Source: an optimization exercise on an open RTL-to-GDS flow (aim: small area, a short achievable clock period and few clock cycles per item). Production flows keep margins and buffers that such runs may drop.
At most, simulation tests tie the RTL to the original design; equivalence was not proved.
Only the layout flow was run in runs 2 and 3; the RTL was not checked for function there.

==> flow/design.v, too long to show whole: its modules and the start of the top module <==
// module yuv2rgb_top: 597 lines
module yuv2rgb_top #(
	parameter int img_width = 320,
	parameter int img_height = 240
) (
	input logic CLOCK_50_I,
	input logic Resetn,
	input logic start,
	input logic [15:0] read_data,
	output logic [15:0] write_data,
	output logic [17:0] address,
	output logic write_en_n,
	output logic done
);
  // ...
==> flow/flow/run.sh <==
#!/bin/bash
# Standard layout, with the port buffers made from buf_2 cells instead of the
# default choice (a delay buffer): smaller, and faster to the outputs.
set -e
export BUFFER_PORTS_ARGS="-buffer_cell sky130_fd_sc_hd__buf_2"
bash standard.sh > standard.log 2>&1
==> flow/standard.sh <==
#!/bin/bash
# synth_recipe.tcl (not shown) runs the flow's synth.tcl, then flattens the netlist and writes it again
# the make line also repeats each setting of config.mk as NAME=value (left out here)
make -C /OpenROAD-flow-scripts/flow DESIGN_CONFIG=/design/flow/config.mk WORK_HOME=/design/flow/orfs CLKGATE_MAP_FILE= SYNTH_SCRIPT=/design/flow/synth_recipe.tcl "${@:-finish}"
==> flow/config.mk <==
export PLATFORM = sky130hd
export DESIGN_NAME = yuv2rgb_top
export DESIGN_NICKNAME = yuv2rgb_top
export VERILOG_FILES = /design/flow/design.v
export SDC_FILE = /design/flow/constraint.sdc
export NUM_CORES = 4
export LEC_CHECK = 0
export CAP_MARGIN = 20
export CORE_MARGIN = 2
export CORE_UTILIZATION = 40
export CTS_BUF_LIST = sky130_fd_sc_hd__clkbuf_16
export CTS_CLUSTER_DIAMETER = 120
export CTS_CLUSTER_SIZE = 20
export SLEW_MARGIN = 20
==> flow/constraint.sdc <==
create_clock -name core_clock -period 11.0 [get_ports {CLOCK_50_I}]
set_input_delay 2.2000 -clock core_clock [delete_from_list [all_inputs] [get_ports {CLOCK_50_I}]]
set_output_delay 2.2000 -clock core_clock [all_outputs]
set_load 0.01 [all_outputs]
==> out/metrics.yaml, run 1 <==
setup_tns_ns: 0
holdPathStages: 0
nMultiInputCombCells: 1357
num_vias: 15581
setup.worst_path.end: "write_en_n"
r2r-start: "pu_p[4]"
cp-end-kind: "output port"
top_layer: "met4"
ys.flop_type: "dfxtp_1"
fin_hold_ws_ns: 0.418
cts_hold_buf: 0
start_kind: "flip-flop"
grt_pass1_wl_um: 89700
clockBufferDepth: 3
post_drt_wl_per_cell_um: 17.0
crit_buf_inv: 2
status: "no timing/DRC/antenna violations"
multi_input_area_share_pct: 45.4
synth.area.mux_share_pct: 2.28
crit_chain: "inv_1, buf_2"
drcViolationCount: 0
vias_per_cell: 4.86
largest_cell_class: "multi-input combinational cells"
fin_area_um2: 27500
final-nonclk-buf-share_pct: 1.30
period_share_pct: 30.6
initial_core_util_pct: 40.5
grt_antenna_before_repair: 0
pin_count: 55
seq_area_um2: 11300
hold_end: "fh_b[8]"
relSlewSlack_pct: 34.3
Testbench counts, summed over its fixed seeds: cycles 1,152,168, frames 6.
==> run 2, diff against run 1 <==
--- a/flow/design.v
+++ b/flow/design.v
@@ -54,50 +54,38 @@
 			ph <= ph_n;
 			if (!active) begin
 				active <= start;
 			end else if (finish) begin
 				active <= 1'b0;
 			end
 		end
 	end
-	always_ff @(posedge CLOCK_50_I or negedge Resetn) begin
-		if (!Resetn) begin
-			ad_y <= 1'b0;
-			ad_y1 <= 1'b0;
-			ad_c <= 1'b1;
-			ad_v <= 1'b0;
-			ad_flip <= 1'b0;
-			mc <= 16'hfffe;
-		end else begin
-			ad_y <= (ph_n == 4'd3) || (ph_n == 4'd7);
-			ad_y1 <= (ph_n == 4'd3);
-			ad_c <= (ph_n == 4'd9) || (ph_n == 4'd0);
-			ad_v <= (ph_n == 4'd0);
-			ad_flip <= (ph_n == 4'd1) || (ph_n == 4'd2);
-			if (!active || finish) begin
-				mc <= 16'hfffe;
-			end else if (ph == 4'd3) begin
-				mc <= mc + 16'd1;
-			end
-		end
-	end
 	always_ff @(posedge CLOCK_50_I) begin
 		at_end <= (mc == y_end);
+		ad_y <= (ph_n == 4'd3) || (ph_n == 4'd7);
+		ad_y1 <= (ph_n == 4'd3);
+		ad_c <= (ph_n == 4'd9) || (ph_n == 4'd0);
+		ad_v <= (ph_n == 4'd0);
+		ad_flip <= (ph_n == 4'd1) || (ph_n == 4'd2);
 		wd_rg <= (ph_n == 4'd1) || (ph_n == 4'd6);
 		wd_sr <= (ph_n == 4'd4) || (ph_n == 4'd8);
 		wd_gb <= (ph_n == 4'd2);
 	end
 	always_ff @(posedge CLOCK_50_I) begin
 		if (!active || finish) begin
+			mc <= 16'hfffe;
 			col <= col_idle;
 			wr_ok <= 1'b0;
 			rgb <= rgb_first;
 		end else begin
 			wr_ok <= wr_ok_n;
+			if (ph == 4'd3) begin
+				mc <= mc + 16'd1;
+			end
 			if (ph == 4'd7) begin
 				col <= (col == 7'(macros_per_row - 1)) ? 7'd0 : col + 7'd1;
 			end
 			if (wr_issue) begin
 				rgb <= rgb + 17'd1;
 			end
 		end
 		if (ad_y) begin
@@ -139,17 +127,17 @@
 		cl_l1 <= n_b && (col == 7'd0);
 		cl_r7 <= n_b && (col == 7'(macros_per_row - 2));
 		cl_r8 <= n_a && (col == 7'(macros_per_row - 1));
 		cl_r9 <= n_allc || (n_b && (col == 7'(macros_per_row - 1)));
 	end
 	logic [7:0] e0, e1, e2, e3, e4, e5;
 	logic [7:0] t0, t1, t3, t4, t5;
 	logic [8:0] tap_a, tap_b, tap_c;
-	logic [16:0] f_ra, f_rb, f_sum;
+	logic [16:0] f_ra, f_rb;
 	logic [8:0] fir_out;
 	assign e0 = cw[0];
 	assign e1 = cw[2];
 	assign e2 = vsel ? cw[5] : cw[4];
 	assign e3 = cw[6];
 	assign e4 = cw[8];
 	assign e5 = cw[10];
 	assign t0 = cl_l0 ? e2 : (cl_l1 ? e1 : e0);
@@ -250,18 +238,61 @@
 	logic [8:0] fh_a, fh_b;
 	logic fh_c;
 	assign f_lo = {1'b0, f_ra[7:0]} + {1'b0, f_rb[7:0]};
 	always_ff @(posedge CLOCK_50_I) begin
 		fh_a <= f_ra[16:8];
 		fh_b <= f_rb[16:8];
 		fh_c <= f_lo[8];
 	end
-	assign f_sum = {fh_a, fh_c, 7'd0} + {fh_b, fh_c, 7'd0};
-	assign fir_out = f_sum[16:8];
+	logic af_g0, af_p1, af_g2, af_p3, af_g4, af_p5, af_g6, af_p7, af_g8, af_p9, af_g10, af_p11, af_g12, af_p13, af_g14, af_p15, af_g16, af_p17, af_g18, af_G19, af_P20, af_G21, af_P22, af_G23, af_P24, af_G25, af_P26, af_G27, af_P28, af_G29, af_P30, af_G31, af_P32, af_G33, af_P34, af_G35, af_P36, af_G37, af_P38, af_G39, af_P40, af_G41, af_P42;
+	assign af_g0 = fh_a[0] & fh_b[0];
+	assign af_p1 = fh_a[0] ^ fh_b[0];
+	assign af_g2 = fh_a[1] & fh_b[1];
+	assign af_p3 = fh_a[1] ^ fh_b[1];
+	assign af_g4 = fh_a[2] & fh_b[2];
+	assign af_p5 = fh_a[2] ^ fh_b[2];
+	assign af_g6 = fh_a[3] & fh_b[3];
+	assign af_p7 = fh_a[3] ^ fh_b[3];
+	assign af_g8 = fh_a[4] & fh_b[4];
+	assign af_p9 = fh_a[4] ^ fh_b[4];
+	assign af_g10 = fh_a[5] & fh_b[5];
+	assign af_p11 = fh_a[5] ^ fh_b[5];
+	assign af_g12 = fh_a[6] & fh_b[6];
+	assign af_p13 = fh_a[6] ^ fh_b[6];
+	assign af_g14 = fh_a[7] & fh_b[7];
+	assign af_p15 = fh_a[7] ^ fh_b[7];
+	assign af_g16 = fh_a[8] & fh_b[8];
+	assign af_p17 = fh_a[8] ^ fh_b[8];
+	assign af_g18 = af_g0 | (af_p1 & fh_c);
+	assign af_G19 = af_g2 | (af_p3 & af_g18);
+	assign af_P20 = af_p3 & af_p1;
+	assign af_G21 = af_g6 | (af_p7 & af_g4);
+	assign af_P22 = af_p7 & af_p5;
+	assign af_G23 = af_g10 | (af_p11 & af_g8);
+	assign af_P24 = af_p11 & af_p9;
+	assign af_G25 = af_g14 | (af_p15 & af_g12);
+	assign af_P26 = af_p15 & af_p13;
+	assign af_G27 = af_G21 | (af_P22 & af_G19);
+	assign af_P28 = af_P22 & af_P20;
+	assign af_G29 = af_G25 | (af_P26 & af_G23);
+	assign af_P30 = af_P26 & af_P24;
+	assign af_G31 = af_G29 | (af_P30 & af_G27);
+	assign af_P32 = af_P30 & af_P28;
+	assign af_G33 = af_G23 | (af_P24 & af_G27);
+	assign af_P34 = af_P24 & af_P28;
+	assign af_G35 = af_g4 | (af_p5 & af_G19);
+	assign af_P36 = af_p5 & af_P20;
+	assign af_G37 = af_g8 | (af_p9 & af_G27);
+	assign af_P38 = af_p9 & af_P28;
+	assign af_G39 = af_g12 | (af_p13 & af_G33);
+	assign af_P40 = af_p13 & af_P34;
+	assign af_G41 = af_g16 | (af_p17 & af_G31);
+	assign af_P42 = af_p17 & af_P32;
+	assign fir_out = {(af_p17 ^ af_G31), (af_p15 ^ af_G39), (af_p13 ^ af_G33), (af_p11 ^ af_G37), (af_p9 ^ af_G27), (af_p7 ^ af_G35), (af_p5 ^ af_G19), (af_p3 ^ af_g18), (af_p1 ^ fh_c)};
 	logic [15:0] yreg;
 	logic [7:0] l_in;
 	logic [22:0] l_ra, l_rb;
 	logic [22:0] l_reg;
 	logic [8:0] pu_p, pu_n, pv_p, pv_n;
 	logic [26:0] sr_ra, sr_rb, sg_ra, sg_rb, sb_ra, sb_rb;
 	logic [12:0] lo_r, lo_g, lo_b;
 	logic [14:0] mr_a, mr_b, mg_a, mg_b, mb_a, mb_b;
@@ -545,19 +576,247 @@
 	assign hb_c91 = l_reg[21] | pu_p[6];
 	assign hb_s92 = ~(l_reg[22] ^ pu_p[7]);
 	assign hb_c93 = l_reg[22] | pu_p[7];
 	assign sb_ra = {1'b1, hb_c93, hb_c91, hb_c89, hb_c87, hb_c85, hb_c83, hb_c81, hb_c79, hb_c77, hb_c75, hb_c73, hb_c71, hb_c69, hb_c67, hb_c65, hb_c63, hb_c61, hb_c59, hb_c57, hb_c55, hb_c53, hb_c51, hb_c49, hb_s48, pu_n[1], pu_n[0]};
 	assign sb_rb = {1'b0, pu_n[8], hb_s92, hb_s90, hb_s88, hb_s86, hb_s84, hb_s82, hb_s80, hb_s78, hb_s76, hb_s74, hb_s72, hb_s70, hb_s68, hb_s66, hb_s64, hb_s62, hb_s60, hb_s58, hb_s56, hb_s54, hb_s52, hb_s50, pu_n[0], 1'b0, 1'b1};
 	assign lo_r = {1'b0, sr_ra[11:0]} + {1'b0, sr_rb[11:0]};
 	assign lo_g = {1'b0, sg_ra[11:0]} + {1'b0, sg_rb[11:0]};
 	assign lo_b = {1'b0, sb_ra[11:0]} + {1'b0, sb_rb[11:0]};
-	assign hr = {mr_a, 1'b1} + {mr_b, mr_c};
-	assign hg = {mg_a, 1'b1} + {mg_b, mg_c};
-	assign hb = {mb_a, 1'b1} + {mb_b, mb_c};
+	logic ar_g0, ar_p1, ar_g2, ar_p3, ar_g4, ar_p5, ar_g6, ar_p7, ar_g8, ar_p9, ar_g10, ar_p11, ar_g12, ar_p13, ar_g14, ar_p15, ar_g16, ar_p17, ar_g18, ar_p19, ar_g20, ar_p21, ar_g22, ar_p23, ar_g24, ar_p25, ar_g26, ar_p27, ar_g28, ar_p29, ar_g30, ar_G31, ar_P32, ar_G33, ar_P34, ar_G35, ar_P36, ar_G37, ar_P38, ar_G39, ar_P40, ar_G41, ar_P42, ar_G43, ar_P44, ar_G45, ar_P46, ar_G47, ar_P48, ar_G49, ar_P50, ar_G51, ar_P52, ar_G53, ar_P54, ar_G55, ar_P56, ar_G57, ar_P58, ar_G59, ar_P60, ar_G61, ar_P62, ar_G63, ar_P64, ar_G65, ar_P66, ar_G67, ar_P68, ar_G69, ar_P70, ar_G71, ar_P72, ar_G73, ar_P74;
+	assign ar_g0 = mr_a[0] & mr_b[0];
+	assign ar_p1 = mr_a[0] ^ mr_b[0];
+	assign ar_g2 = mr_a[1] & mr_b[1];
+	assign ar_p3 = mr_a[1] ^ mr_b[1];
+	assign ar_g4 = mr_a[2] & mr_b[2];
+	assign ar_p5 = mr_a[2] ^ mr_b[2];
+	assign ar_g6 = mr_a[3] & mr_b[3];
+	assign ar_p7 = mr_a[3] ^ mr_b[3];
+	assign ar_g8 = mr_a[4] & mr_b[4];
+	assign ar_p9 = mr_a[4] ^ mr_b[4];
+	assign ar_g10 = mr_a[5] & mr_b[5];
+	assign ar_p11 = mr_a[5] ^ mr_b[5];
+	assign ar_g12 = mr_a[6] & mr_b[6];
+	assign ar_p13 = mr_a[6] ^ mr_b[6];
+	assign ar_g14 = mr_a[7] & mr_b[7];
+	assign ar_p15 = mr_a[7] ^ mr_b[7];
+	assign ar_g16 = mr_a[8] & mr_b[8];
+	assign ar_p17 = mr_a[8] ^ mr_b[8];
+	assign ar_g18 = mr_a[9] & mr_b[9];
+	assign ar_p19 = mr_a[9] ^ mr_b[9];
+	assign ar_g20 = mr_a[10] & mr_b[10];
+	assign ar_p21 = mr_a[10] ^ mr_b[10];
+	assign ar_g22 = mr_a[11] & mr_b[11];
+	assign ar_p23 = mr_a[11] ^ mr_b[11];
+	assign ar_g24 = mr_a[12] & mr_b[12];
+	assign ar_p25 = mr_a[12] ^ mr_b[12];
+	assign ar_g26 = mr_a[13] & mr_b[13];
+	assign ar_p27 = mr_a[13] ^ mr_b[13];
+	assign ar_g28 = mr_a[14] & mr_b[14];
+	assign ar_p29 = mr_a[14] ^ mr_b[14];
+	assign ar_g30 = ar_g0 | (ar_p1 & mr_c);
+	assign ar_G31 = ar_g2 | (ar_p3 & ar_g30);
+	assign ar_P32 = ar_p3 & ar_p1;
+	assign ar_G33 = ar_g6 | (ar_p7 & ar_g4);
+	assign ar_P34 = ar_p7 & ar_p5;
+	assign ar_G35 = ar_g10 | (ar_p11 & ar_g8);
+	assign ar_P36 = ar_p11 & ar_p9;
+	assign ar_G37 = ar_g14 | (ar_p15 & ar_g12);
+	assign ar_P38 = ar_p15 & ar_p13;
+	assign ar_G39 = ar_g18 | (ar_p19 & ar_g16);
+	assign ar_P40 = ar_p19 & ar_p17;
+	assign ar_G41 = ar_g22 | (ar_p23 & ar_g20);
+	assign ar_P42 = ar_p23 & ar_p21;
+	assign ar_G43 = ar_g26 | (ar_p27 & ar_g24);
+	assign ar_P44 = ar_p27 & ar_p25;
+	assign ar_G45 = ar_G33 | (ar_P34 & ar_G31);
+	assign ar_P46 = ar_P34 & ar_P32;
+	assign ar_G47 = ar_G37 | (ar_P38 & ar_G35);
+	assign ar_P48 = ar_P38 & ar_P36;
+	assign ar_G49 = ar_G41 | (ar_P42 & ar_G39);
+	assign ar_P50 = ar_P42 & ar_P40;
+	assign ar_G51 = ar_G47 | (ar_P48 & ar_G45);
+	assign ar_P52 = ar_P48 & ar_P46;
+	assign ar_G53 = ar_G49 | (ar_P50 & ar_G51);
+	assign ar_P54 = ar_P50 & ar_P52;
+	assign ar_G55 = ar_G35 | (ar_P36 & ar_G45);
+	assign ar_P56 = ar_P36 & ar_P46;
+	assign ar_G57 = ar_G39 | (ar_P40 & ar_G51);
+	assign ar_P58 = ar_P40 & ar_P52;
+	assign ar_G59 = ar_G43 | (ar_P44 & ar_G53);
+	assign ar_P60 = ar_P44 & ar_P54;
+	assign ar_G61 = ar_g4 | (ar_p5 & ar_G31);
+	assign ar_P62 = ar_p5 & ar_P32;
+	assign ar_G63 = ar_g8 | (ar_p9 & ar_G45);
+	assign ar_P64 = ar_p9 & ar_P46;
+	assign ar_G65 = ar_g12 | (ar_p13 & ar_G55);
+	assign ar_P66 = ar_p13 & ar_P56;
+	assign ar_G67 = ar_g16 | (ar_p17 & ar_G51);
+	assign ar_P68 = ar_p17 & ar_P52;
+	assign ar_G69 = ar_g20 | (ar_p21 & ar_G57);
+	assign ar_P70 = ar_p21 & ar_P58;
+	assign ar_G71 = ar_g24 | (ar_p25 & ar_G53);
+	assign ar_P72 = ar_p25 & ar_P54;
+	assign ar_G73 = ar_g28 | (ar_p29 & ar_G59);
+	assign ar_P74 = ar_p29 & ar_P60;
+	assign hr[15:5] = {(ar_p29 ^ ar_G59), (ar_p27 ^ ar_G71), (ar_p25 ^ ar_G53), (ar_p23 ^ ar_G69), (ar_p21 ^ ar_G57), (ar_p19 ^ ar_G67), (ar_p17 ^ ar_G51), (ar_p15 ^ ar_G65), (ar_p13 ^ ar_G55), (ar_p11 ^ ar_G63), (ar_p9 ^ ar_G45)};
+	logic ag_g0, ag_p1, ag_g2, ag_p3, ag_g4, ag_p5, ag_g6, ag_p7, ag_g8, ag_p9, ag_g10, ag_p11, ag_g12, ag_p13, ag_g14, ag_p15, ag_g16, ag_p17, ag_g18, ag_p19, ag_g20, ag_p21, ag_g22, ag_p23, ag_g24, ag_p25, ag_g26, ag_p27, ag_g28, ag_p29, ag_g30, ag_G31, ag_P32, ag_G33, ag_P34, ag_G35, ag_P36, ag_G37, ag_P38, ag_G39, ag_P40, ag_G41, ag_P42, ag_G43, ag_P44, ag_G45, ag_P46, ag_G47, ag_P48, ag_G49, ag_P50, ag_G51, ag_P52, ag_G53, ag_P54, ag_G55, ag_P56, ag_G57, ag_P58, ag_G59, ag_P60, ag_G61, ag_P62, ag_G63, ag_P64, ag_G65, ag_P66, ag_G67, ag_P68, ag_G69, ag_P70, ag_G71, ag_P72, ag_G73, ag_P74;
+	assign ag_g0 = mg_a[0] & mg_b[0];
+	assign ag_p1 = mg_a[0] ^ mg_b[0];
+	assign ag_g2 = mg_a[1] & mg_b[1];
+	assign ag_p3 = mg_a[1] ^ mg_b[1];
+	assign ag_g4 = mg_a[2] & mg_b[2];
+	assign ag_p5 = mg_a[2] ^ mg_b[2];
+	assign ag_g6 = mg_a[3] & mg_b[3];
+	assign ag_p7 = mg_a[3] ^ mg_b[3];
+	assign ag_g8 = mg_a[4] & mg_b[4];
+	assign ag_p9 = mg_a[4] ^ mg_b[4];
+	assign ag_g10 = mg_a[5] & mg_b[5];
+	assign ag_p11 = mg_a[5] ^ mg_b[5];
+	assign ag_g12 = mg_a[6] & mg_b[6];
+	assign ag_p13 = mg_a[6] ^ mg_b[6];
+	assign ag_g14 = mg_a[7] & mg_b[7];
+	assign ag_p15 = mg_a[7] ^ mg_b[7];
+	assign ag_g16 = mg_a[8] & mg_b[8];
+	assign ag_p17 = mg_a[8] ^ mg_b[8];
+	assign ag_g18 = mg_a[9] & mg_b[9];
+	assign ag_p19 = mg_a[9] ^ mg_b[9];
+	assign ag_g20 = mg_a[10] & mg_b[10];
+	assign ag_p21 = mg_a[10] ^ mg_b[10];
+	assign ag_g22 = mg_a[11] & mg_b[11];
+	assign ag_p23 = mg_a[11] ^ mg_b[11];
+	assign ag_g24 = mg_a[12] & mg_b[12];
+	assign ag_p25 = mg_a[12] ^ mg_b[12];
+	assign ag_g26 = mg_a[13] & mg_b[13];
+	assign ag_p27 = mg_a[13] ^ mg_b[13];
+	assign ag_g28 = mg_a[14] & mg_b[14];
+	assign ag_p29 = mg_a[14] ^ mg_b[14];
+	assign ag_g30 = ag_g0 | (ag_p1 & mg_c);
+	assign ag_G31 = ag_g2 | (ag_p3 & ag_g30);
+	assign ag_P32 = ag_p3 & ag_p1;
+	assign ag_G33 = ag_g6 | (ag_p7 & ag_g4);
+	assign ag_P34 = ag_p7 & ag_p5;
+	assign ag_G35 = ag_g10 | (ag_p11 & ag_g8);
+	assign ag_P36 = ag_p11 & ag_p9;
+	assign ag_G37 = ag_g14 | (ag_p15 & ag_g12);
+	assign ag_P38 = ag_p15 & ag_p13;
+	assign ag_G39 = ag_g18 | (ag_p19 & ag_g16);
+	assign ag_P40 = ag_p19 & ag_p17;
+	assign ag_G41 = ag_g22 | (ag_p23 & ag_g20);
+	assign ag_P42 = ag_p23 & ag_p21;
+	assign ag_G43 = ag_g26 | (ag_p27 & ag_g24);
+	assign ag_P44 = ag_p27 & ag_p25;
+	assign ag_G45 = ag_G33 | (ag_P34 & ag_G31);
+	assign ag_P46 = ag_P34 & ag_P32;
+	assign ag_G47 = ag_G37 | (ag_P38 & ag_G35);
+	assign ag_P48 = ag_P38 & ag_P36;
+	assign ag_G49 = ag_G41 | (ag_P42 & ag_G39);
+	assign ag_P50 = ag_P42 & ag_P40;
+	assign ag_G51 = ag_G47 | (ag_P48 & ag_G45);
+	assign ag_P52 = ag_P48 & ag_P46;
+	assign ag_G53 = ag_G49 | (ag_P50 & ag_G51);
+	assign ag_P54 = ag_P50 & ag_P52;
+	assign ag_G55 = ag_G35 | (ag_P36 & ag_G45);
+	assign ag_P56 = ag_P36 & ag_P46;
+	assign ag_G57 = ag_G39 | (ag_P40 & ag_G51);
+	assign ag_P58 = ag_P40 & ag_P52;
+	assign ag_G59 = ag_G43 | (ag_P44 & ag_G53);
+	assign ag_P60 = ag_P44 & ag_P54;
+	assign ag_G61 = ag_g4 | (ag_p5 & ag_G31);
+	assign ag_P62 = ag_p5 & ag_P32;
+	assign ag_G63 = ag_g8 | (ag_p9 & ag_G45);
+	assign ag_P64 = ag_p9 & ag_P46;
+	assign ag_G65 = ag_g12 | (ag_p13 & ag_G55);
+	assign ag_P66 = ag_p13 & ag_P56;
+	assign ag_G67 = ag_g16 | (ag_p17 & ag_G51);
+	assign ag_P68 = ag_p17 & ag_P52;
+	assign ag_G69 = ag_g20 | (ag_p21 & ag_G57);
+	assign ag_P70 = ag_p21 & ag_P58;
+	assign ag_G71 = ag_g24 | (ag_p25 & ag_G53);
+	assign ag_P72 = ag_p25 & ag_P54;
+	assign ag_G73 = ag_g28 | (ag_p29 & ag_G59);
+	assign ag_P74 = ag_p29 & ag_P60;
+	assign hg[15:5] = {(ag_p29 ^ ag_G59), (ag_p27 ^ ag_G71), (ag_p25 ^ ag_G53), (ag_p23 ^ ag_G69), (ag_p21 ^ ag_G57), (ag_p19 ^ ag_G67), (ag_p17 ^ ag_G51), (ag_p15 ^ ag_G65), (ag_p13 ^ ag_G55), (ag_p11 ^ ag_G63), (ag_p9 ^ ag_G45)};
+	logic ab_g0, ab_p1, ab_g2, ab_p3, ab_g4, ab_p5, ab_g6, ab_p7, ab_g8, ab_p9, ab_g10, ab_p11, ab_g12, ab_p13, ab_g14, ab_p15, ab_g16, ab_p17, ab_g18, ab_p19, ab_g20, ab_p21, ab_g22, ab_p23, ab_g24, ab_p25, ab_g26, ab_p27, ab_g28, ab_p29, ab_g30, ab_G31, ab_P32, ab_G33, ab_P34, ab_G35, ab_P36, ab_G37, ab_P38, ab_G39, ab_P40, ab_G41, ab_P42, ab_G43, ab_P44, ab_G45, ab_P46, ab_G47, ab_P48, ab_G49, ab_P50, ab_G51, ab_P52, ab_G53, ab_P54, ab_G55, ab_P56, ab_G57, ab_P58, ab_G59, ab_P60, ab_G61, ab_P62, ab_G63, ab_P64, ab_G65, ab_P66, ab_G67, ab_P68, ab_G69, ab_P70, ab_G71, ab_P72, ab_G73, ab_P74;
+	assign ab_g0 = mb_a[0] & mb_b[0];
+	assign ab_p1 = mb_a[0] ^ mb_b[0];
+	assign ab_g2 = mb_a[1] & mb_b[1];
+	assign ab_p3 = mb_a[1] ^ mb_b[1];
+	assign ab_g4 = mb_a[2] & mb_b[2];
+	assign ab_p5 = mb_a[2] ^ mb_b[2];
+	assign ab_g6 = mb_a[3] & mb_b[3];
+	assign ab_p7 = mb_a[3] ^ mb_b[3];
+	assign ab_g8 = mb_a[4] & mb_b[4];
+	assign ab_p9 = mb_a[4] ^ mb_b[4];
+	assign ab_g10 = mb_a[5] & mb_b[5];
+	assign ab_p11 = mb_a[5] ^ mb_b[5];
+	assign ab_g12 = mb_a[6] & mb_b[6];
+	assign ab_p13 = mb_a[6] ^ mb_b[6];
+	assign ab_g14 = mb_a[7] & mb_b[7];
+	assign ab_p15 = mb_a[7] ^ mb_b[7];
+	assign ab_g16 = mb_a[8] & mb_b[8];
+	assign ab_p17 = mb_a[8] ^ mb_b[8];
+	assign ab_g18 = mb_a[9] & mb_b[9];
+	assign ab_p19 = mb_a[9] ^ mb_b[9];
+	assign ab_g20 = mb_a[10] & mb_b[10];
+	assign ab_p21 = mb_a[10] ^ mb_b[10];
+	assign ab_g22 = mb_a[11] & mb_b[11];
+	assign ab_p23 = mb_a[11] ^ mb_b[11];
+	assign ab_g24 = mb_a[12] & mb_b[12];
+	assign ab_p25 = mb_a[12] ^ mb_b[12];
+	assign ab_g26 = mb_a[13] & mb_b[13];
+	assign ab_p27 = mb_a[13] ^ mb_b[13];
+	assign ab_g28 = mb_a[14] & mb_b[14];
+	assign ab_p29 = mb_a[14] ^ mb_b[14];
+	assign ab_g30 = ab_g0 | (ab_p1 & mb_c);
+	assign ab_G31 = ab_g2 | (ab_p3 & ab_g30);
+	assign ab_P32 = ab_p3 & ab_p1;
+	assign ab_G33 = ab_g6 | (ab_p7 & ab_g4);
+	assign ab_P34 = ab_p7 & ab_p5;
+	assign ab_G35 = ab_g10 | (ab_p11 & ab_g8);
+	assign ab_P36 = ab_p11 & ab_p9;
+	assign ab_G37 = ab_g14 | (ab_p15 & ab_g12);
+	assign ab_P38 = ab_p15 & ab_p13;
+	assign ab_G39 = ab_g18 | (ab_p19 & ab_g16);
+	assign ab_P40 = ab_p19 & ab_p17;
+	assign ab_G41 = ab_g22 | (ab_p23 & ab_g20);
+	assign ab_P42 = ab_p23 & ab_p21;
+	assign ab_G43 = ab_g26 | (ab_p27 & ab_g24);
+	assign ab_P44 = ab_p27 & ab_p25;
+	assign ab_G45 = ab_G33 | (ab_P34 & ab_G31);
+	assign ab_P46 = ab_P34 & ab_P32;
+	assign ab_G47 = ab_G37 | (ab_P38 & ab_G35);
+	assign ab_P48 = ab_P38 & ab_P36;
+	assign ab_G49 = ab_G41 | (ab_P42 & ab_G39);
+	assign ab_P50 = ab_P42 & ab_P40;
+	assign ab_G51 = ab_G47 | (ab_P48 & ab_G45);
+	assign ab_P52 = ab_P48 & ab_P46;
+	assign ab_G53 = ab_G49 | (ab_P50 & ab_G51);
+	assign ab_P54 = ab_P50 & ab_P52;
+	assign ab_G55 = ab_G35 | (ab_P36 & ab_G45);
+	assign ab_P56 = ab_P36 & ab_P46;
+	assign ab_G57 = ab_G39 | (ab_P40 & ab_G51);
+	assign ab_P58 = ab_P40 & ab_P52;
+	assign ab_G59 = ab_G43 | (ab_P44 & ab_G53);
+	assign ab_P60 = ab_P44 & ab_P54;
+	assign ab_G61 = ab_g4 | (ab_p5 & ab_G31);
+	assign ab_P62 = ab_p5 & ab_P32;
+	assign ab_G63 = ab_g8 | (ab_p9 & ab_G45);
+	assign ab_P64 = ab_p9 & ab_P46;
+	assign ab_G65 = ab_g12 | (ab_p13 & ab_G55);
+	assign ab_P66 = ab_p13 & ab_P56;
+	assign ab_G67 = ab_g16 | (ab_p17 & ab_G51);
+	assign ab_P68 = ab_p17 & ab_P52;
+	assign ab_G69 = ab_g20 | (ab_p21 & ab_G57);
+	assign ab_P70 = ab_p21 & ab_P58;
+	assign ab_G71 = ab_g24 | (ab_p25 & ab_G53);
+	assign ab_P72 = ab_p25 & ab_P54;
+	assign ab_G73 = ab_g28 | (ab_p29 & ab_G59);
+	assign ab_P74 = ab_p29 & ab_P60;
+	assign hb[15:5] = {(ab_p29 ^ ab_G59), (ab_p27 ^ ab_G71), (ab_p25 ^ ab_G53), (ab_p23 ^ ab_G69), (ab_p21 ^ ab_G57), (ab_p19 ^ ab_G67), (ab_p17 ^ ab_G51), (ab_p15 ^ ab_G65), (ab_p13 ^ ab_G55), (ab_p11 ^ ab_G63), (ab_p9 ^ ab_G45)};
 	always_ff @(posedge CLOCK_50_I) begin
 		if ((ph == 4'd6) || (ph == 4'd0)) begin
 			yreg <= read_data;
 		end else if ((ph == 4'd4) || (ph == 4'd8)) begin
 			yreg[15:8] <= yreg[7:0];
 		end
 		l_reg <= l_ra + l_rb;
 		pv_p <= fir_out;
==> run 2 against run 1 <==
  * Worst setup slack got worse by 0.061 ns
  * Sequential share of layout area decreased by 0.44 points
  * Non-clock buffer count decreased by 2
  * Cell count about the same
  * Critical endpoint is now pix_g[4]
  * Clock-buffer cell count unchanged
  * Synthesized cell count increased by 0.13%
  * Maximum frequency decreased by 1.8%
  * Via count decreased by 1.0%
  * Core utilization about the same
  * Sequential cell count unchanged
==> out/metrics.yaml, run 2 <==
status: "no timing/DRC/antenna violations"  # unchanged
synth_top_area_cell: "dfxtp_1"  # was edfxtp_1
grt_antenna_before_repair: 0  # unchanged
critPathTopFamily: "compound AO/OA/AOI/OAI gates"  # was flip-flops
h-tree-depth: 1  # unchanged
grt.overflow.total: 0  # unchanged
cts_hold_buf: 0  # unchanged
period_share_pct: 31.2  # was 30.6%
max_freq_mhz: 292  # was 297 MHz
routed_wl_um: 51300  # was 54600 um
drtPass1Iterations: 5  # unchanged
pin_count: 55  # unchanged
final_layout_size_suffix_gt1_share_pct: 5.30  # was 5.68%
n_antenna_cell: 0  # unchanged
cts_tree: "built"  # unchanged
clock_latency_ns: 0.58  # was 0.60 ns
max_stage_delay_ns: 0.68  # was 0.39 ns
grt_pass1_wl_um: 85000  # was 89700 um
clk_pin_slew_worst_paths_ns: 0.09  # about the same
portBuffers: 54  # unchanged
multiInputGateArea_um2: 12500  # about the same
cp-end-kind: "flip-flop"  # was output port
cts_resized: 0  # unchanged
grt_pass1_vias: 16016  # was 16.5k
relSlewSlack_pct: 24.0  # was 34.3%
clockBufferDepth: 3  # unchanged
dp_hpwl_um: 40400  # was 43200 um
tightest_slew_ns: 1.14  # was 0.983 ns
post-cts-setup-buffers: 0  # unchanged
synthMostInstantiatedCell: "inv_1"  # unchanged
track_usage_pct: 15.9  # was 17.1%
syn_nets: 2755  # was 2735
final_util_pct: 43.6  # about the same
grt_max_degree: 74  # was 97
layout_commonest_cell: "inv_1"  # unchanged
postRouteAntennaNets: 0  # unchanged
setup_tns_ns: 0  # unchanged
worst-path-max-fanout: 6  # was 1
syn_area_um2: 25500  # about the same
clock_skew_ns: 0.0366  # was 0.0258 ns
synth_common_cells: "450 x inv_1, 283 x dfxtp_1, 222 x fa_1"  # was 423 x inv_1, 262 x dfxtp_1, 215 x ha_1
largest_register_ffs: 96  # unchanged
crit_buf_inv: 0  # was 2
seq_area_frac_synth_pct: 43.6  # was 44.1%
drt-initial-drc-count: 854  # was 974
hold_viol: 0  # unchanged
initial_core_util_pct: 40.5  # about the same
cts_buffers: 27  # unchanged
fillCellCount: 6020  # was 5959
min_path_type: "reg2reg"  # unchanged
fin_crit_ns: 3.43  # was 3.37 ns
synthCells: 2301  # was 2298
report.final.setup_viol: 0  # unchanged
cap_violations: 0  # unchanged
rsz0062_at_grt: "no"  # unchanged
fp-row-count: 92  # unchanged
layout_common_cells: "467 x inv_1, 282 x dfxtp_1, 222 x fa_1"  # was 441 x inv_1, 261 x dfxtp_1, 215 x ha_1
cts.sinks: 466  # unchanged
post_drt_wl_per_cell_um: 16.0  # was 17.0 um
num_vias: 15425  # was 15.6k
fp.dieArea_um2: 65900  # about the same
yosys-top-cells-area: "dfxtp_1 22%, edfxtp_1 21%, fa_1 17%"  # was edfxtp_1 21%, dfxtp_1 21%, fa_1 16%
slowest_stage: "a2111oi_0"  # was dfrtp_1
seq_area_um2: 11100  # was 11300 um^2
crit_required_ns: 11.34  # was 8.80 ns
crit_chain: "ha_1, a21o_1, a21o_1, a2111oi_0, or3_1, nand2_1, fa_1, xnor2_1, nor2b_1, a21oi_1, and2_1"  # was inv_1, buf_2
worst-setup-path-type: "reg2reg"  # was reg2out
start_kind: "flip-flop"  # unchanged
clockRootBuffer: "clkbuf_16"  # unchanged
worstPathArrival_ns: 3.77  # was 1.17 ns
place.gp.congestion: 0.895  # was 0.903
yosys_warnings: 2  # unchanged
fp.coreArea_um2: 63100  # unchanged
synth-seq-cells: 466  # unchanged
vias_per_cell: 4.81  # was 4.86
cp_common_cell: "a21o_1"
syn_avg_cell_area_um2: 11.1  # about the same
die_w_um: 257  # about the same
slew_violations: 0  # unchanged
synth-edff-count: 176  # unchanged
synth_top_area_share_pct: 22.2  # was 20.7%
drcViolationCount: 0  # unchanged
nets: 2796  # was 2778
ys_types: 73  # was 70
die_h_um: 257  # about the same
ys.flop_type: "dfxtp_1"  # unchanged
synthArstFlopShare_pct: 1.50  # was 6.01%
synthToLayoutAreaGrowth_pct: 7.78  # was 7.81%
run 2: changes by cell type after synthesis, sizes merged, moves of 8 or more:
| cell | before | now |
|---|---|---|
| o21a | 26 | 8 |
| fa | 203 | 222 |
| xor2 | 39 | 31 |
| dfxtp | 262 | 283 |
| dfstp | 18 | 2 |
| inv | 423 | 452 |
| nor3 | 30 | 17 |
run 2: metal layers:
metal / vias up / wire length (um) / GRT usage (%)
met3: 42 / 1820 / 1.76
met4: 0 / 667 / 2.68
li1: 7569 / - / -
met1: 7600 / 24600 / 22.4
met5: - / 0 / 0
met2: 214 / 24200 / 26.8
run 2: through the flow:
step	instance area (um^2)	cells	setup WS, ns	hold WS, ns
finish	27500	3205	7.57	0.406
global route	27500	3205	7.26	0.407
CTS	27500	3204	7.56	0.403
detailed placement	26700	3158	7.57	0.405
global placement	26700	3158	7.62	0.401
floorplan	25500	2301	7.80	0.364
run 2: logic make-up after synthesis:
kind of cell,share of synthesized area [%]
AO/OA/AOI/OAI,8.14
XOR/XNOR,3.16
adder cells (fa/ha/maj),27.9
buffers and inverters,7.48
flip-flops,43.6
multiplexers,2.24
AND/OR/NAND/NOR,7.54
run 2: area by class of cell:
class,instances,area share [%]
multi-input combinational,1332,45.5
sequential,466,40.5
inverter,452,6.17
tap,846,3.85
clock buffer,27,2.46
timing repair buffer,63,1.26
clock inverter,19,0.300
run 2: worst register-to-register path: stages, from the launching register on:
cell and delay [ns]:
dfxtp_1 0.31, ha_1 0.28, a21o_1 0.15, a21o_1 0.18, a2111oi_0 0.68, or3_1 0.26, nand2_1 0.08, fa_1 0.39
xnor2_1 0.19, nor2b_1 0.37, a21oi_1 0.11, and2_1 0.20
run 2: final timing paths:
kind	slack, ns	depth (start not counted)	to	from
setup / recovery	7.57	11	pix_g[4]	mg_a[0]
hold / removal	0.41	0	cw[2][4]	cw[3][4]
setup reg to reg	7.57	11	pix_g[4]	mg_a[0]
hold reg to reg	0.41	0	cw[2][4]	cw[3][4]
max in group asynchronous	9.32	1	ph[0]	Resetn
min in group asynchronous	1.43	1	done	Resetn
==> run 3, diff against run 2 <==
--- a/flow/config.mk
+++ b/flow/config.mk
@@ -10,5 +10,5 @@
 export CORE_UTILIZATION = 40
-export CTS_BUF_LIST = sky130_fd_sc_hd__clkbuf_16
-export CTS_CLUSTER_DIAMETER = 120
-export CTS_CLUSTER_SIZE = 20
+export CTS_BUF_LIST = sky130_fd_sc_hd__clkbuf_8
+export CTS_CLUSTER_DIAMETER = 90
+export CTS_CLUSTER_SIZE = 14
 export SLEW_MARGIN = 20
==> run 3 against run 2 <==
  * Sequential cell count unchanged
  * Highest routed layer unchanged
  * Worst setup slack got worse by 0.015 ns
  * Worst hold slack improved by 0.0082 ns
  * Global-route usage increased by 0.18 points
  * Largest cell class unchanged
  * Via count increased by 0.80%
  * Routed wire length increased by 0.50%
==> out/metrics.yaml, run 3 <==
status: "no timing/DRC/antenna violations"  # unchanged
portBuffers: 54  # unchanged
critPathTopFamily: "compound AO/OA/AOI/OAI gates"  # unchanged
synthMostInstantiatedCell: "inv_1"  # unchanged
synth_top_family_by_area: "adder cells"  # unchanged
synth_xor_xnor_area_share_pct: 3.16  # unchanged
hold_viol: 0  # unchanged
syn_nets: 2755  # unchanged
cts_buffers: 39  # was 27
synthArstFlopShare_pct: 1.50  # unchanged
multiInputGateArea_um2: 12500  # unchanged
report.final.setup_viol: 0  # unchanged
cap_violations: 0  # unchanged
syn_area_um2: 25500  # unchanged
layout_common_cells: "472 x inv_1, 282 x dfxtp_1, 222 x fa_1"  # was 467 x inv_1, 282 x dfxtp_1, 222 x fa_1
fin_area_um2: 27400  # was 27500 um^2
ys.flop_type: "dfxtp_1"  # unchanged
post_drt_wl_per_cell_um: 16.0  # about the same
cts.sinks: 466  # unchanged
relSlewSlack_pct: 24.5  # was 24.0%
cts_resized: 0  # unchanged
slowest_stage: "a2111oi_0"  # unchanged
grt_antenna_before_repair: 1  # was 0
dp_hpwl_um: 40400  # unchanged
cts_hold_buf: 0  # unchanged
drt-initial-drc-count: 808  # was 854
largest_register_ffs: 96  # unchanged
synthCells: 2301  # unchanged
grt_pass1_wl_um: 85300  # was 85000 um
slew_violations: 0  # unchanged
synth_common_cells: "450 x inv_1, 283 x dfxtp_1, 222 x fa_1"  # unchanged
track_usage_pct: 16.1  # was 15.9%
seq_area_um2: 11100  # unchanged
grt_pass1_vias: 16153  # was 16.0k
place_ws_ns: 7.57  # unchanged
rsz0062_at_grt: "no"  # unchanged
placed_area_um2: 26700  # unchanged
grt.overflow.total: 0  # unchanged
synth_top_area_share_pct: 22.2  # unchanged
tightest_slew_ns: 1.13  # was 1.14 ns
synth_fa_ha_area_share_pct: 27.9  # unchanged
pin_count: 55  # unchanged
start_kind: "flip-flop"  # unchanged
synth.area.mux_share_pct: 2.24  # unchanged
postRouteAntennaNets: 0  # unchanged
max_freq_mhz: 290  # was 292 MHz
fin_crit_ns: 3.45  # was 3.43 ns
crit_buf_inv: 0  # unchanged
fp-row-count: 92  # unchanged
die_w_um: 257  # unchanged
syn_avg_cell_area_um2: 11.1  # unchanged
synthSimpleGateAreaFrac_pct: 7.54  # unchanged
crit_required_ns: 11.39  # was 11.34 ns
vias_per_cell: 4.82  # was 4.81
drtPass1Iterations: 5  # unchanged
synth-compound-area-share_pct: 8.14  # unchanged
max_stage_delay_ns: 0.67  # was 0.68 ns
initial_core_util_pct: 40.5  # unchanged
clock_skew_ns: 0.0400  # was 0.0366 ns
seq_area_frac_synth_pct: 43.6  # unchanged
clock_latency_ns: 0.63  # was 0.58 ns
grt_max_degree: 74  # unchanged
die_h_um: 257  # unchanged
ys_types: 73  # unchanged
nets: 2808  # was 2796
cp-end-kind: "flip-flop"  # unchanged
fp.dieArea_um2: 65900  # unchanged
worstPathArrival_ns: 3.83  # was 3.77 ns
final_util_pct: 43.5  # was 43.6%
worst-setup-path-type: "reg2reg"  # unchanged
clk_pin_slew_worst_paths_ns: 0.10  # was 0.09 ns
final_layout_size_suffix_gt1_share_pct: 5.85  # was 5.30%
synthToLayoutAreaGrowth_pct: 7.42  # was 7.78%
min_path_type: "reg2reg"  # unchanged
routed_wl_um: 51500  # was 51300 um
h-tree-depth: 2  # was 1
layout_commonest_cell: "inv_1"  # unchanged
clockBufferDepth: 3  # unchanged
synth-seq-cells: 466  # unchanged
cp_common_cell: "a21o_1"  # unchanged
cts_tree: "built"  # unchanged
synth_top_area_cell: "dfxtp_1"  # unchanged
clockRootBuffer: "clkbuf_8"  # was clkbuf_16
worst-path-max-fanout: 6  # unchanged
crit_chain: "ha_1, a21o_1, a21o_1, a2111oi_0, or3_1, nand2_1, fa_1, xnor2_1, nor2b_1, a21oi_1, and2_1"  # unchanged
fp.coreArea_um2: 63100  # unchanged
synth-edff-count: 176  # unchanged
post-cts-setup-buffers: 0  # unchanged
period_share_pct: 31.3  # was 31.2%
layout_setup_ws_ns: 7.55  # was 7.57 ns
yosys-top-cells-area: "dfxtp_1 22%, edfxtp_1 21%, fa_1 17%"  # unchanged
num_vias: 15548  # was 15.4k
place.gp.congestion: 0.895  # unchanged
setup_tns_ns: 0  # unchanged
drcViolationCount: 0  # unchanged
yosys_warnings: 2  # unchanged
fillCellCount: 6053  # was 6020
[run 3: cell count changes in the layout (fill, tap and decap cells not counted), sizes merged]
| cell | delta |
|---|---|
| clkinv | +1 |
| diode | +1 |
| inv | +6 |
| clkbuf | +12 |
[run 3: layout make-up]
| type | count | share of cell area, % |
|---|---|---|
| flip-flops and latches | 466 | 40.6 |
| multi-input cells | 1332 | 45.7 |
| clock inverters | 26 | 0.461 |
| repair buffers | 63 | 1.26 |
| diodes | 1 | 0.00913 |
| well taps | 846 | 3.86 |
| inverters | 452 | 6.19 |
| clock buffers | 39 | 1.96 |
[run 3: kinds of logic after synthesis]
| logic type | after synthesis |
|---|---|
| muxes | 57 |
| adders and majority gates | 435 |
| buffers and inverters | 503 |
| DFF | 466 |
| and+or+nand+nor | 403 |
| AOI/OAI and AO/OA | 345 |
| xor gates and xnor gates | 92 |
[run 3: final timing paths]
path,from,endpoint,slack (ns),cells past startpoint
worst max-delay path,mg_a[0],pix_g[4],7.55,11
worst min-delay path,cw[1][5],cw[0][5],0.41,0
worst max register to register,mg_a[0],pix_g[4],7.55,11
worst min register to register,cw[1][5],cw[0][5],0.41,0
max in group asynchronous,Resetn,ph[0],9.37,1
min in group asynchronous,Resetn,done,1.39,1
[run 3: per-layer routing]
layer  vias up  GRT usage, %  part of all wire [%]
li1       7597             -                     -
met1      7658          22.4                    48
met2       236          26.6                    47
met3        57          2.20                   3.8
met4         0          3.70                   1.7
met5         -             0                     0
[run 3: through the flow]
| stage | hold slack (ns) | instances |
|---|---|---|
| after CTS | 0.411 | 3223 |
| final | 0.414 | 3225 |
| after global placement | 0.401 | 3158 |
| after global routing | 0.416 | 3225 |
| after floorplan | 0.364 | 2301 |
| after detailed placement | 0.405 | 3158 |

==> afterwards: timing with drivers on the ports <==
How much do the figures lean on ideal ports? The routed layouts below were timed once more, with nothing changed but the port constraints. Step 1 assumes that a clkbuf_16 drives the clock port and a buf_2 every other input. Step 2 adds t to the input delays and takes it off the output delays; t is the mean of the earliest and latest rising clock arrival at the registers after step 1. Input paths then give back, and output paths get back, about the clock's delay inside the block. Slacks: ideal ports / drivers / drivers and shift; pairs: ideal ports / drivers.
run | t, ns | setup slack, ns | worst setup path at the end
run 1 | 0.643 | 7.631 / 7.574 / 7.717 | input to register
run 2 | 0.630 | 7.570 / 7.540 / 7.564 | input to register
run 3 | 0.667 | 7.555 / 7.515 / 7.551 | input to register
After both steps every run listed still meets setup and hold. For run 2, which loses most, drivers alone change the setup slack by -0.030 ns; drivers and shift together by -0.006 ns.
